Source: an optimization exercise on an open RTL-to-GDS flow (aim: small area and a short achievable clock period). Production flows keep margins and buffers that such runs may drop.
In this exercise RTL edits were held to simulation tests only and were not proved equivalent to the original.
The clock port is modelled as an ideal driver; clocking choices that lean on that would not hold on a real chip.

==> inputs of job 1142 <==
==> flow/design.v <==
package robotSensorPkg;
	typedef struct packed {
		logic towerTurn;	 
		logic reserved;
		logic startIn;
		logic [5-1:0] limitSwitch;
		logic [1:0] odoDir;	 
		logic gripperDir;
		logic [1:0] rakeDir;	 
		logic [1:0] propDir;	 
		logic boardId;
	} statusWord_t;
	typedef union packed {
		logic [16-1:0] raw;
		statusWord_t status;
	} regWord_t;
	typedef enum logic [1:0] {
		beaconIdle,
		beaconReceiving,
		beaconGap	 
	} beaconState_t;
endpackage
`timescale 1ns/1ns
module encoderChannel #(
	parameter bit invertDir = 1'b0	 
) (
	input  logic clk,
	input  logic reset,
	input  logic encA,
	input  logic encB,
	input  logic clearCounts,
	output logic [16-1:0] countA,
	output logic [16-1:0] countB,
	output logic dirPositive
);
	logic [1:0] syncA;	 
	logic [1:0] syncB;
	logic prevA;
	logic prevB;
	logic riseA;
	logic riseB;
	always_ff @(posedge clk, posedge reset) begin
		if (reset) begin
			syncA <= '0;
			syncB <= '0;
			prevA <= 1'b0;
			prevB <= 1'b0;
		end else begin
			syncA <= {syncA[0], encA};
			syncB <= {syncB[0], encB};
			prevA <= syncA[1];
			prevB <= syncB[1];
		end
	end
	assign riseA = syncA[1] & ~prevA;
	assign riseB = syncB[1] & ~prevB;
	always_ff @(posedge clk, posedge reset) begin
		if (reset) begin
			countA <= '0;
			countB <= '0;
		end else if (clearCounts) begin
			countA <= 16'(riseA);
			countB <= 16'(riseB);
		end else begin
			countA <= countA + 16'(riseA);
			countB <= countB + 16'(riseB);
		end
	end
	always_ff @(posedge clk, posedge reset) begin
		if (reset) begin
			dirPositive <= 1'b0;
		end else if (riseA) begin
			dirPositive <= syncB[1] ^ invertDir;
		end
	end
endmodule
`timescale 1ns/1ns
module speedSampler #(
	parameter int unsigned windowCycles = 500000
) (
	input  logic clk,
	input  logic reset,
	input  logic [7-1:0][16-1:0] countA,
	input  logic [7-1:0][16-1:0] countB,
	input  logic towerTick,
	output logic clearCounts,
	output logic [7-1:0][16-1:0] axisSpeed,
	output logic [16-1:0] towerSpeed
);
	logic windowEnd;	 
	logic [16-1:0] towerCount;
	generate
		if (windowCycles == 500000) begin : genLfsr
			localparam logic [18:0] LAST_BUT_ONE = 19'h55a25;
			logic [18:0] winState;
			always_ff @(posedge clk, posedge reset) begin
				if (reset) begin
					winState <= '0;
					windowEnd <= 1'b0;
				end else begin
					winState <= windowEnd ? 19'd0 :
						{winState[17:0], ~(winState[18] ^ winState[17] ^ winState[16] ^ winState[13])};
					windowEnd <= (winState == LAST_BUT_ONE);
				end
			end
		end else begin : genBinary
			localparam int winWidth = (windowCycles > 1) ? $clog2(windowCycles) : 1;
			logic [winWidth-1:0] winCount;
			always_ff @(posedge clk, posedge reset) begin
				if (reset) begin
					winCount <= '0;
				end else if (winCount == winWidth'(windowCycles - 1)) begin
					winCount <= '0;
				end else begin
					winCount <= winCount + 1'b1;
				end
			end
			assign windowEnd = (winCount == winWidth'(windowCycles - 1));
		end
	endgenerate
	assign clearCounts = windowEnd;	 
	always_ff @(posedge clk, posedge reset) begin
		if (reset) begin
			towerCount <= '0;
		end else if (windowEnd) begin
			towerCount <= 16'(towerTick);
		end else begin
			towerCount <= towerCount + 16'(towerTick);
		end
	end
	function automatic logic [16-1:0] halfSum(input logic [16-1:0] x, input logic [16-1:0] y);
		logic [16-1:0] g;
		logic [16-1:0] p;
		logic [16-1:0] gNext;
		logic [16-1:0] pNext;
		g = x & y;
		p = x ^ y;
		for (int d = 1; d < 16; d = d * 2) begin
			gNext = g;
			pNext = p;
			for (int b = d; b < 16; b++) begin
				gNext[b] = g[b] | (p[b] & g[b - d]);
				pNext[b] = p[b] & p[b - d];
			end
			g = gNext;
			p = pNext;
		end
		halfSum = {g[16-1], (x[16-1:1] ^ y[16-1:1]) ^ g[16-2:0]};
	endfunction
	logic [7-1:0][16-1:0] pairHalf;
	always_comb begin
		for (int i = 0; i < 7; i++) begin
			pairHalf[i] = halfSum(countA[i], countB[i]);
		end
	end
	always_ff @(posedge clk, posedge reset) begin
		if (reset) begin
			axisSpeed <= '0;
			towerSpeed <= '0;
		end else if (windowEnd) begin
			for (int i = 0; i < 7; i++) begin
				axisSpeed[i] <= pairHalf[i];
			end
			towerSpeed <= towerCount;
		end
	end
endmodule
`timescale 1ns/1ns
module beaconDecoder #(
	parameter int unsigned glitchTicks = 20
) (
	input  logic clk,
	input  logic reset,
	input  logic towerA,
	input  logic laserSync,
	input  logic laserSign,
	output logic towerTick,
	output logic towerTurn,
	output logic [16-1:0] beaconStart,
	output logic [16-1:0] beaconEnd
);
	localparam int tickWidth = (glitchTicks > 0) ? $clog2(glitchTicks + 1) : 1;
	logic [1:0] syncTower;
	logic [1:0] syncPulse;
	logic [1:0] syncSign;
	logic towerPrev;
	logic pulsePrev;
	logic turnEdge;	 
	logic signHigh;
	logic [16-1:0] angle;
	robotSensorPkg::beaconState_t state;
	logic [tickWidth-1:0] gapTicks;
	logic [16-1:0] pendingStart;
	logic [16-1:0] pendingEnd;
	logic captureStart;
	logic captureEnd;
	logic holdExpired;
	always_ff @(posedge clk, posedge reset) begin
		if (reset) begin
			syncTower <= '0;
			syncPulse <= '0;
			syncSign <= '0;
			towerPrev <= 1'b0;
			pulsePrev <= 1'b0;
		end else begin
			syncTower <= {syncTower[0], towerA};
			syncPulse <= {syncPulse[0], laserSync};
			syncSign <= {syncSign[0], laserSign};
			towerPrev <= syncTower[1];
			pulsePrev <= syncPulse[1];
		end
	end
	assign towerTick = syncTower[1] & ~towerPrev;
	assign turnEdge = syncPulse[1] & ~pulsePrev;
	assign signHigh = syncSign[1];
	always_ff @(posedge clk, posedge reset) begin
		if (reset) begin
			angle <= '0;
			towerTurn <= 1'b0;
		end else if (turnEdge) begin
			angle <= '0;
			towerTurn <= ~towerTurn;
		end else begin
			angle <= angle + 16'(towerTick);
		end
	end
	assign captureStart = (state == robotSensorPkg::beaconIdle) & signHigh;
	assign captureEnd = (state == robotSensorPkg::beaconReceiving) & ~signHigh;
	assign holdExpired = (state == robotSensorPkg::beaconGap) & (gapTicks == tickWidth'(glitchTicks));
	always_ff @(posedge clk, posedge reset) begin
		if (reset) begin
			state <= robotSensorPkg::beaconIdle;
			gapTicks <= '0;
			beaconStart <= '0;
			beaconEnd <= '0;
		end else begin
			case (state)
				robotSensorPkg::beaconIdle: begin
					if (captureStart) begin
						state <= robotSensorPkg::beaconReceiving;
					end
				end
				robotSensorPkg::beaconReceiving: begin
					if (captureEnd) begin
						state <= robotSensorPkg::beaconGap;
						gapTicks <= '0;
					end
				end
				robotSensorPkg::beaconGap: begin
					if (holdExpired) begin
						state <= robotSensorPkg::beaconIdle;
						beaconStart <= pendingStart;
						beaconEnd <= pendingEnd;
					end else if (signHigh) begin
						state <= robotSensorPkg::beaconReceiving;	 
					end else if (towerTick) begin
						gapTicks <= gapTicks + 1'b1;
					end
				end
				default: state <= robotSensorPkg::beaconIdle;
			endcase
		end
	end
	always_ff @(posedge clk) begin
		if (captureStart) begin
			pendingStart <= angle;
		end
		if (captureEnd) begin
			pendingEnd <= angle;	 
		end
	end
endmodule
`timescale 1ns/1ns
module wbRegisterFile (
	input  logic clk,
	input  logic reset,
	input  logic wbCyc,
	input  logic wbStb,
	input  logic wbWe,
	input  logic [4-1:0] wbAdr,
	input  logic [16-1:0] wbDatIn,
	output logic [16-1:0] wbDatOut,
	output logic wbAck,
	input  logic [7-1:0][16-1:0] axisSpeed,
	input  logic [7-1:0] axisDir,
	input  logic [16-1:0] towerSpeed,
	input  logic [16-1:0] beaconStart,
	input  logic [16-1:0] beaconEnd,
	input  logic towerTurn,
	input  logic [5-1:0] limitSwitch,
	input  logic startIn,
	input  logic boardId,
	input  logic [1:0] key,
	output logic [1:0] irqN
);
	localparam int syncWidth = 5 + 4;
	logic [syncWidth-1:0] syncStage;
	logic [syncWidth-1:0] syncOut;
	logic [5-1:0] switchSync;
	logic startSync;
	logic idSync;
	logic [1:0] keySync;
	logic [16-1:0] configReg;	 
	logic [16-1:0] configNext;
	logic [16-1:0] statusWord;
	logic [16-1:0] readData;
	logic request;
	logic [1:0] irqNLow;	 
	always_ff @(posedge clk, posedge reset) begin
		if (reset) begin
			syncStage <= '0;
			syncOut <= '0;
		end else begin
			syncStage <= {key, boardId, startIn, limitSwitch};
			syncOut <= syncStage;
		end
	end
	assign {keySync, idSync, startSync, switchSync} = syncOut;
	assign statusWord = {towerTurn, 1'b0, startSync, switchSync,
		axisDir[3], axisDir[2], axisDir[4],
		axisDir[6], axisDir[5],
		axisDir[1], axisDir[0], idSync};
	assign request = wbCyc & wbStb & ~wbAck;	 
	always_comb begin
		case (wbAdr)
			4'd0: readData = statusWord;
			4'd1: readData = axisSpeed[0];
			4'd2: readData = axisSpeed[1];
			4'd3: readData = axisSpeed[2];
			4'd4: readData = axisSpeed[3];
			4'd5: readData = axisSpeed[4];
			4'd6: readData = axisSpeed[5];
			4'd7: readData = axisSpeed[6];
			4'd8: readData = towerSpeed;
			4'd9: readData = beaconStart;
			4'd10: readData = beaconEnd;
			4'd11: readData = configReg;
			default: readData = '0;	 
		endcase
	end
	assign configNext = (request && wbWe && (wbAdr == 4'(11))) ? wbDatIn : configReg;
	always_ff @(posedge clk, posedge reset) begin
		if (reset) begin
			wbAck <= 1'b0;
			configReg <= '0;
			irqNLow <= 2'b00;
		end else begin
			wbAck <= request;
			configReg <= configNext;	 
			irqNLow <= ~syncStage[syncWidth-1 -: 2] & configNext[1:0];
		end
	end
	assign irqN = ~irqNLow;
	always_ff @(posedge clk) begin
		wbDatOut <= readData;
	end
endmodule
`timescale 1ns/1ns
module robotSensorTop #(
	parameter int unsigned windowCycles = 500000,
	parameter int unsigned glitchTicks = 20
) (
	input  logic clk,
	input  logic reset,
	input  logic [7-1:0] encA,
	input  logic [7-1:0] encB,
	input  logic towerA,
	input  logic laserSync,
	input  logic laserSign,
	input  logic [5-1:0] limitSwitch,
	input  logic startIn,
	input  logic boardId,
	input  logic [1:0] key,
	input  logic wbCyc,
	input  logic wbStb,
	input  logic wbWe,
	input  logic [4-1:0] wbAdr,
	input  logic [16-1:0] wbDatIn,
	output logic [16-1:0] wbDatOut,
	output logic wbAck,
	output logic [1:0] irqN
);
	localparam logic [7-1:0] invertMask = 7'b0000110;
	logic [7-1:0][16-1:0] countA;
	logic [7-1:0][16-1:0] countB;
	logic [7-1:0][16-1:0] axisSpeed;
	logic [7-1:0] axisDir;
	logic clearCounts;
	logic towerTick;
	logic towerTurn;
	logic [16-1:0] towerSpeed;
	logic [16-1:0] beaconStart;
	logic [16-1:0] beaconEnd;
	for (genvar g = 0; g < 7; g++) begin : genAxis
		encoderChannel #(.invertDir(invertMask[g])) i_encoder (
			.clk(clk),
			.reset(reset),
			.encA(encA[g]),
			.encB(encB[g]),
			.clearCounts(clearCounts),
			.countA(countA[g]),
			.countB(countB[g]),
			.dirPositive(axisDir[g])
		);
	end
	speedSampler #(.windowCycles(windowCycles)) i_speedSampler (
		.clk(clk),
		.reset(reset),
		.countA(countA),
		.countB(countB),
		.towerTick(towerTick),
		.clearCounts(clearCounts),
		.axisSpeed(axisSpeed),
		.towerSpeed(towerSpeed)
	);
	beaconDecoder #(.glitchTicks(glitchTicks)) i_beaconDecoder (
		.clk(clk),
		.reset(reset),
		.towerA(towerA),
		.laserSync(laserSync),
		.laserSign(laserSign),
		.towerTick(towerTick),
		.towerTurn(towerTurn),
		.beaconStart(beaconStart),
		.beaconEnd(beaconEnd)
	);
	wbRegisterFile i_registerFile (
		.clk(clk),
		.reset(reset),
		.wbCyc(wbCyc),
		.wbStb(wbStb),
		.wbWe(wbWe),
		.wbAdr(wbAdr),
		.wbDatIn(wbDatIn),
		.wbDatOut(wbDatOut),
		.wbAck(wbAck),
		.axisSpeed(axisSpeed),
		.axisDir(axisDir),
		.towerSpeed(towerSpeed),
		.beaconStart(beaconStart),
		.beaconEnd(beaconEnd),
		.towerTurn(towerTurn),
		.limitSwitch(limitSwitch),
		.startIn(startIn),
		.boardId(boardId),
		.key(key),
		.irqN(irqN)
	);
endmodule
==> flow/flow/run.sh <==
#!/bin/bash
# The standard layout, with the port buffers as plain buffers and sizing not tied to footprints
bash standard.sh MATCH_CELL_FOOTPRINT=0 "BUFFER_PORTS_ARGS=-buffer_cell sky130_fd_sc_hd__buf_2" finish > standard.log 2>&1
==> flow/standard.sh <==
#!/bin/bash
# synth_recipe.tcl (not shown) runs the flow's synth.tcl, then flattens the netlist and writes it again
# the make line also repeats each setting of config.mk as NAME=value (left out here)
make -C /OpenROAD-flow-scripts/flow DESIGN_CONFIG=/design/flow/config.mk WORK_HOME=/design/flow/orfs CLKGATE_MAP_FILE= SYNTH_SCRIPT=/design/flow/synth_recipe.tcl "${@:-finish}"
==> flow/config.mk <==
export PLATFORM = sky130hd
export DESIGN_NAME = robotSensorTop
export DESIGN_NICKNAME = robotSensorTop
export VERILOG_FILES = /design/flow/design.v
export SDC_FILE = /design/flow/constraint.sdc
export NUM_CORES = 4
export LEC_CHECK = 0
export CAP_MARGIN = 20
export CORE_MARGIN = 2
export CORE_UTILIZATION = 40
export SETUP_SLACK_MARGIN = 1.75
export SLEW_MARGIN = 20
==> flow/constraint.sdc <==
create_clock -name core_clock -period 4.0 [get_ports {clk}]
set_input_delay 0.8000 -clock core_clock [delete_from_list [all_inputs] [get_ports {clk}]]
set_output_delay 0.8000 -clock core_clock [all_outputs]
set_load 0.01 [all_outputs]
==> job 4243 (differences from job 1142) <==
==> flow/design.v, changed modules only <==
module encoderChannel #(
	parameter bit invertDir = 1'b0	 
) (
	input  logic clk,
	input  logic reset,
	input  logic encA,
	input  logic encB,
	input  logic clearCounts,
	output logic [16-1:0] countA,
	output logic [16-1:0] countB,
	output logic dirPositive,
	output logic riseA,	 
	output logic riseB
);
	logic [1:0] syncA;	 
	logic [1:0] syncB;
	logic prevA;
	logic prevB;
	always_ff @(posedge clk, posedge reset) begin
		if (reset) begin
			syncA <= '0;
			syncB <= '0;
			prevA <= 1'b0;
			prevB <= 1'b0;
		end else begin
			syncA <= {syncA[0], encA};
			syncB <= {syncB[0], encB};
			prevA <= syncA[1];
			prevB <= syncB[1];
		end
	end
	assign riseA = syncA[1] & ~prevA;
	assign riseB = syncB[1] & ~prevB;
	always_ff @(posedge clk) begin
		if (clearCounts) begin
			countA <= 16'(riseA);
			countB <= 16'(riseB);
		end else begin
			countA <= countA + 16'(riseA);
			countB <= countB + 16'(riseB);
		end
	end
	always_ff @(posedge clk, posedge reset) begin
		if (reset) begin
			dirPositive <= 1'b0;
		end else if (riseA) begin
			dirPositive <= syncB[1] ^ invertDir;
		end
	end
endmodule
module speedSampler #(
	parameter int unsigned windowCycles = 500000
) (
	input  logic clk,
	input  logic reset,
	input  logic [7-1:0][16-1:0] countA,
	input  logic [7-1:0][16-1:0] countB,
	input  logic [7-1:0] riseA,	 
	input  logic [7-1:0] riseB,
	input  logic towerTick,
	output logic clearCounts,
	output logic running,	 
	output logic speedValid,	 
	output logic [7-1:0][16-1:0] axisSpeed,
	output logic [16-1:0] towerSpeed
);
	logic windowEnd;	 
	logic windowLate;	 
	logic [16-1:0] towerCount;
	generate
		if (windowCycles == 500000) begin : genLfsr
			localparam logic [18:0] LAST_BUT_TWO = 19'h2ad12;
			logic [18:0] winState;
			always_ff @(posedge clk, posedge reset) begin
				if (reset) begin
					winState <= '0;
					windowLate <= 1'b0;
					windowEnd <= 1'b0;
				end else begin
					winState <= windowEnd ? 19'd0 :
						{winState[17:0], ~(winState[18] ^ winState[17] ^ winState[16] ^ winState[13])};
					windowLate <= (winState == LAST_BUT_TWO);
					windowEnd <= windowLate;
				end
			end
		end else begin : genBinary
			localparam int winWidth = (windowCycles > 1) ? $clog2(windowCycles) : 1;
			logic [winWidth-1:0] winCount;
			always_ff @(posedge clk, posedge reset) begin
				if (reset) begin
					winCount <= '0;
				end else if (winCount == winWidth'(windowCycles - 1)) begin
					winCount <= '0;
				end else begin
					winCount <= winCount + 1'b1;
				end
			end
			assign windowEnd = (winCount == winWidth'(windowCycles - 1));
			assign windowLate = (winCount == winWidth'(windowCycles - 2));
		end
	endgenerate
	always_ff @(posedge clk, posedge reset) begin
		if (reset) begin
			running <= 1'b0;
		end else begin
			running <= 1'b1;
		end
	end
	assign clearCounts = windowEnd | ~running;
	always_ff @(posedge clk) begin
		if (clearCounts) begin
			towerCount <= 16'(towerTick);
		end else begin
			towerCount <= towerCount + 16'(towerTick);
		end
	end
	logic [7-1:0] lowCarry;
	logic [7-1:0][16-1:0] pairHalf;
	always_ff @(posedge clk) begin
		for (int i = 0; i < 7; i++) begin
			lowCarry[i] <= ((10'(countA[i][7:0]) + 10'(countB[i][7:0]) + 10'(riseA[i]) + 10'(riseB[i])) >= 10'd256)
				& ~(riseA[i] & (&countA[i][7:0])) & ~(riseB[i] & (&countB[i][7:0]));
		end
	end
	always_comb begin
		for (int i = 0; i < 7; i++) begin
			logic [8:0] lowSum;
			logic [8:0] highSum;
			lowSum = 9'(countA[i][7:0]) + 9'(countB[i][7:0]);
			highSum = 9'(countA[i][15:8]) + 9'(countB[i][15:8]) + 9'(lowCarry[i]);
			pairHalf[i] = {highSum, lowSum[7:1]};
		end
	end
	always_ff @(posedge clk, posedge reset) begin
		if (reset) begin
			speedValid <= 1'b0;
		end else if (windowEnd) begin
			speedValid <= 1'b1;
		end
	end
	always_ff @(posedge clk) begin
		if (windowEnd) begin
			axisSpeed <= pairHalf;
			towerSpeed <= towerCount;
		end
	end
endmodule
module beaconDecoder #(
	parameter int unsigned glitchTicks = 20
) (
	input  logic clk,
	input  logic reset,
	input  logic towerA,
	input  logic laserSync,
	input  logic laserSign,
	input  logic running,	 
	output logic beaconValid,	 
	output logic towerTick,
	output logic towerTurn,
	output logic [16-1:0] beaconStart,
	output logic [16-1:0] beaconEnd
);
	localparam int tickWidth = (glitchTicks > 0) ? $clog2(glitchTicks + 1) : 1;
	logic [1:0] syncTower;
	logic [1:0] syncPulse;
	logic [1:0] syncSign;
	logic towerPrev;
	logic pulsePrev;
	logic turnEdge;	 
	logic signHigh;
	logic [16-1:0] angle;
	robotSensorPkg::beaconState_t state;
	logic [tickWidth-1:0] gapTicks;
	logic [16-1:0] pendingStart;
	logic [16-1:0] pendingEnd;
	logic captureStart;
	logic captureEnd;
	logic holdExpired;
	always_ff @(posedge clk, posedge reset) begin
		if (reset) begin
			syncTower <= '0;
			syncPulse <= '0;
			syncSign <= '0;
			towerPrev <= 1'b0;
			pulsePrev <= 1'b0;
		end else begin
			syncTower <= {syncTower[0], towerA};
			syncPulse <= {syncPulse[0], laserSync};
			syncSign <= {syncSign[0], laserSign};
			towerPrev <= syncTower[1];
			pulsePrev <= syncPulse[1];
		end
	end
	assign towerTick = syncTower[1] & ~towerPrev;
	assign turnEdge = syncPulse[1] & ~pulsePrev;
	assign signHigh = syncSign[1];
	always_ff @(posedge clk, posedge reset) begin
		if (reset) begin
			towerTurn <= 1'b0;
		end else if (turnEdge) begin
			towerTurn <= ~towerTurn;
		end
	end
	always_ff @(posedge clk) begin
		if (turnEdge | ~running) begin
			angle <= '0;
		end else begin
			angle <= angle + 16'(towerTick);
		end
	end
	assign captureStart = (state == robotSensorPkg::beaconIdle) & signHigh;
	assign captureEnd = (state == robotSensorPkg::beaconReceiving) & ~signHigh;
	assign holdExpired = (state == robotSensorPkg::beaconGap) & (gapTicks == tickWidth'(glitchTicks));
	always_ff @(posedge clk, posedge reset) begin
		if (reset) begin
			state <= robotSensorPkg::beaconIdle;
			gapTicks <= '0;
			beaconValid <= 1'b0;
		end else begin
			case (state)
				robotSensorPkg::beaconIdle: begin
					if (captureStart) begin
						state <= robotSensorPkg::beaconReceiving;
					end
				end
				robotSensorPkg::beaconReceiving: begin
					if (captureEnd) begin
						state <= robotSensorPkg::beaconGap;
						gapTicks <= '0;
					end
				end
				robotSensorPkg::beaconGap: begin
					if (holdExpired) begin
						state <= robotSensorPkg::beaconIdle;
						beaconValid <= 1'b1;
					end else if (signHigh) begin
						state <= robotSensorPkg::beaconReceiving;	 
					end else if (towerTick) begin
						gapTicks <= gapTicks + 1'b1;
					end
				end
				default: state <= robotSensorPkg::beaconIdle;
			endcase
		end
	end
	always_ff @(posedge clk) begin
		if (holdExpired) begin
			beaconStart <= pendingStart;
			beaconEnd <= pendingEnd;
		end
	end
	always_ff @(posedge clk) begin
		if (captureStart) begin
			pendingStart <= angle;
		end
		if (captureEnd) begin
			pendingEnd <= angle;	 
		end
	end
endmodule
module wbRegisterFile (
	input  logic clk,
	input  logic reset,
	input  logic wbCyc,
	input  logic wbStb,
	input  logic wbWe,
	input  logic [4-1:0] wbAdr,
	input  logic [16-1:0] wbDatIn,
	output logic [16-1:0] wbDatOut,
	output logic wbAck,
	input  logic [7-1:0][16-1:0] axisSpeed,
	input  logic [7-1:0] axisDir,
	input  logic [16-1:0] towerSpeed,
	input  logic [16-1:0] beaconStart,
	input  logic [16-1:0] beaconEnd,
	input  logic speedValid,
	input  logic beaconValid,
	input  logic towerTurn,
	input  logic [5-1:0] limitSwitch,
	input  logic startIn,
	input  logic boardId,
	input  logic [1:0] key,
	output logic [1:0] irqN
);
	localparam int syncWidth = 5 + 4;
	logic [syncWidth-1:0] syncStage;
	logic [syncWidth-1:0] syncOut;
	logic [5-1:0] switchSync;
	logic startSync;
	logic idSync;
	logic [1:0] keySync;
	logic [1:0] configLow;	 
	logic [16-3:0] configHigh;	 
	logic configValid;	 
	logic configWrite;
	logic [1:0] configLowNext;
	logic [16-1:0] statusWord;
	logic [16-1:0] readData;
	logic request;
	always_ff @(posedge clk, posedge reset) begin
		if (reset) begin
			syncStage <= '0;
			syncOut <= '0;
		end else begin
			syncStage <= {key, boardId, startIn, limitSwitch};
			syncOut <= syncStage;
		end
	end
	assign {keySync, idSync, startSync, switchSync} = syncOut;
	assign statusWord = {towerTurn, 1'b0, startSync, switchSync,
		axisDir[3], axisDir[2], axisDir[4],
		axisDir[6], axisDir[5],
		axisDir[1], axisDir[0], idSync};
	assign request = wbCyc & wbStb & ~wbAck;	 
	always_comb begin
		case (wbAdr)
			4'd0: readData = statusWord;
			4'd1: readData = speedValid ? axisSpeed[0] : '0;
			4'd2: readData = speedValid ? axisSpeed[1] : '0;
			4'd3: readData = speedValid ? axisSpeed[2] : '0;
			4'd4: readData = speedValid ? axisSpeed[3] : '0;
			4'd5: readData = speedValid ? axisSpeed[4] : '0;
			4'd6: readData = speedValid ? axisSpeed[5] : '0;
			4'd7: readData = speedValid ? axisSpeed[6] : '0;
			4'd8: readData = speedValid ? towerSpeed : '0;
			4'd9: readData = beaconValid ? beaconStart : '0;
			4'd10: readData = beaconValid ? beaconEnd : '0;
			4'd11: readData = {configValid ? configHigh : 14'd0, configLow};
			default: readData = '0;	 
		endcase
	end
	assign configWrite = request && wbWe && (wbAdr == 4'(11));
	assign configLowNext = configWrite ? wbDatIn[1:0] : configLow;
	always_ff @(posedge clk, posedge reset) begin
		if (reset) begin
			wbAck <= 1'b0;
			configLow <= '0;
			configValid <= 1'b0;
		end else begin
			wbAck <= request;
			configLow <= configLowNext;	 
			if (configWrite) begin
				configValid <= 1'b1;
			end
		end
	end
	assign irqN = keySync | ~configLow;
	always_ff @(posedge clk) begin
		if (configWrite) begin
			configHigh <= wbDatIn[16-1:2];
		end
	end
	always_ff @(posedge clk) begin
		wbDatOut <= readData;
	end
endmodule
module robotSensorTop #(
	parameter int unsigned windowCycles = 500000,
	parameter int unsigned glitchTicks = 20
) (
	input  logic clk,
	input  logic reset,
	input  logic [7-1:0] encA,
	input  logic [7-1:0] encB,
	input  logic towerA,
	input  logic laserSync,
	input  logic laserSign,
	input  logic [5-1:0] limitSwitch,
	input  logic startIn,
	input  logic boardId,
	input  logic [1:0] key,
	input  logic wbCyc,
	input  logic wbStb,
	input  logic wbWe,
	input  logic [4-1:0] wbAdr,
	input  logic [16-1:0] wbDatIn,
	output logic [16-1:0] wbDatOut,
	output logic wbAck,
	output logic [1:0] irqN
);
	localparam logic [7-1:0] invertMask = 7'b0000110;
	logic [7-1:0][16-1:0] countA;
	logic [7-1:0][16-1:0] countB;
	logic [7-1:0][16-1:0] axisSpeed;
	logic [7-1:0] axisDir;
	logic [7-1:0] riseA;
	logic [7-1:0] riseB;
	logic clearCounts;
	logic running;
	logic speedValid;
	logic beaconValid;
	logic towerTick;
	logic towerTurn;
	logic [16-1:0] towerSpeed;
	logic [16-1:0] beaconStart;
	logic [16-1:0] beaconEnd;
	for (genvar g = 0; g < 7; g++) begin : genAxis
		encoderChannel #(.invertDir(invertMask[g])) i_encoder (
			.clk(clk),
			.reset(reset),
			.encA(encA[g]),
			.encB(encB[g]),
			.clearCounts(clearCounts),
			.countA(countA[g]),
			.countB(countB[g]),
			.dirPositive(axisDir[g]),
			.riseA(riseA[g]),
			.riseB(riseB[g])
		);
	end
	speedSampler #(.windowCycles(windowCycles)) i_speedSampler (
		.clk(clk),
		.reset(reset),
		.countA(countA),
		.countB(countB),
		.riseA(riseA),
		.riseB(riseB),
		.towerTick(towerTick),
		.clearCounts(clearCounts),
		.running(running),
		.speedValid(speedValid),
		.axisSpeed(axisSpeed),
		.towerSpeed(towerSpeed)
	);
	beaconDecoder #(.glitchTicks(glitchTicks)) i_beaconDecoder (
		.clk(clk),
		.reset(reset),
		.towerA(towerA),
		.laserSync(laserSync),
		.laserSign(laserSign),
		.running(running),
		.beaconValid(beaconValid),
		.towerTick(towerTick),
		.towerTurn(towerTurn),
		.beaconStart(beaconStart),
		.beaconEnd(beaconEnd)
	);
	wbRegisterFile i_registerFile (
		.clk(clk),
		.reset(reset),
		.wbCyc(wbCyc),
		.wbStb(wbStb),
		.wbWe(wbWe),
		.wbAdr(wbAdr),
		.wbDatIn(wbDatIn),
		.wbDatOut(wbDatOut),
		.wbAck(wbAck),
		.axisSpeed(axisSpeed),
		.axisDir(axisDir),
		.towerSpeed(towerSpeed),
		.beaconStart(beaconStart),
		.beaconEnd(beaconEnd),
		.speedValid(speedValid),
		.beaconValid(beaconValid),
		.towerTurn(towerTurn),
		.limitSwitch(limitSwitch),
		.startIn(startIn),
		.boardId(boardId),
		.key(key),
		.irqN(irqN)
	);
endmodule
==> flow/flow/run.sh (replaced) <==
#!/bin/bash
# The standard layout, with the port buffers as plain buffers, sizing not tied to
# footprints, clock tree synthesis without dummy loads, and extra setup repair after it
bash standard.sh MATCH_CELL_FOOTPRINT=0 "BUFFER_PORTS_ARGS=-buffer_cell sky130_fd_sc_hd__buf_2" \
  "CTS_ARGS=-sink_clustering_enable -repair_clock_nets -dont_use_dummy_load -sink_clustering_size 30 -sink_clustering_max_diameter 80" \
  POST_CTS_TCL=$(pwd)/flow/post_cts.tcl finish > standard.log 2>&1
==> flow/flow/post_cts.tcl (new file) <==
# extra setup repair after clock tree synthesis: the standard repair stops at its worst
# endpoint, so repeat it, sizing up and buffering, to reach the paths behind that one
for {set i 0} {$i < 3} {incr i} {
  repair_timing -setup -setup_margin $::env(SETUP_SLACK_MARGIN) -repair_tns 100 \
    -sequence "sizeup,swap,buffer,clone,split" -verbose
}
detailed_placement
check_placement -verbose
--- a/flow/config.mk
+++ b/flow/config.mk
@@ -8,5 +8,7 @@
 export CAP_MARGIN = 20
 export CORE_MARGIN = 2
-export CORE_UTILIZATION = 40
-export SETUP_SLACK_MARGIN = 1.75
+export CORE_UTILIZATION = 65
+export PLACE_DENSITY = 0.77
+export SETUP_SLACK_MARGIN = 1.9
 export SLEW_MARGIN = 20
+export TNS_END_PERCENT = 40
==> notes.md <==
item                                                                             job 4243                  job 1142
Outcome                                                          timing/DRC/antenna clean  timing/DRC/antenna clean
Layout cell share with drive strength beyond 1                                      12.2%                     17.7%
Global-route wire length before repair                                           95500 um                 117000 um
Simple-gate area share of the yosys netlist                                         16.0%                     15.1%
Highest-delay cell along the critical path                         sky130_fd_sc_hd__or4_1  sky130_fd_sc_hd__dfrtp_1
Proportion of final cell area spent on non-clock buffers                            2.34%                     2.80%
Worst hold slack after final layout                                              0.273 ns                  0.288 ns
Instance count on the critical path                                                     9                         8
Die Area                                                                       0.0425 mm2                0.0743 mm2
Number of DRC violations after detailed-routing iteration 0                          1499                      1338
Post-Layout Inst Area                                                          0.0290 mm2                0.0334 mm2
Least-Margin Pin Slew                                                             1.02 ns                  0.919 ns
Share of synthesized flip-flops with an asynchronous set or reset                   18.6%                     91.8%

## afterwards: timing with drivers on the ports
How much do the figures lean on ideal ports? The routed layouts below were timed once more, with nothing changed but the port constraints.
Step 1, drivers: a clkbuf_16 drives clk and a buf_2 each remaining input, both assumed.
Step 2 moves the port delays by t, midway between the first and last clock arrival at a register: inputs arrive t later, outputs are due t later. That takes back most of the time a late clock gives input paths.
a / b / c = ideal / step 1 / step 2; a / b = the first two.
| run | t, ns | setup WS [ns] | hold WS [ns] |
|---|---|---|---|
| job 1142 | 0.666 | 1.687 / 1.687 / 1.262 | 0.288 / 0.253 / 0.346 |
| job 4243 | 0.645 | 1.849 / 1.849 / 1.346 | 0.273 / 0.235 / 0.301 |
After both steps setup and hold are still met in every run listed. The setup slack of job 4243, which loses most, moves by 0.000 ns with the drivers and by -0.503 ns with both steps.
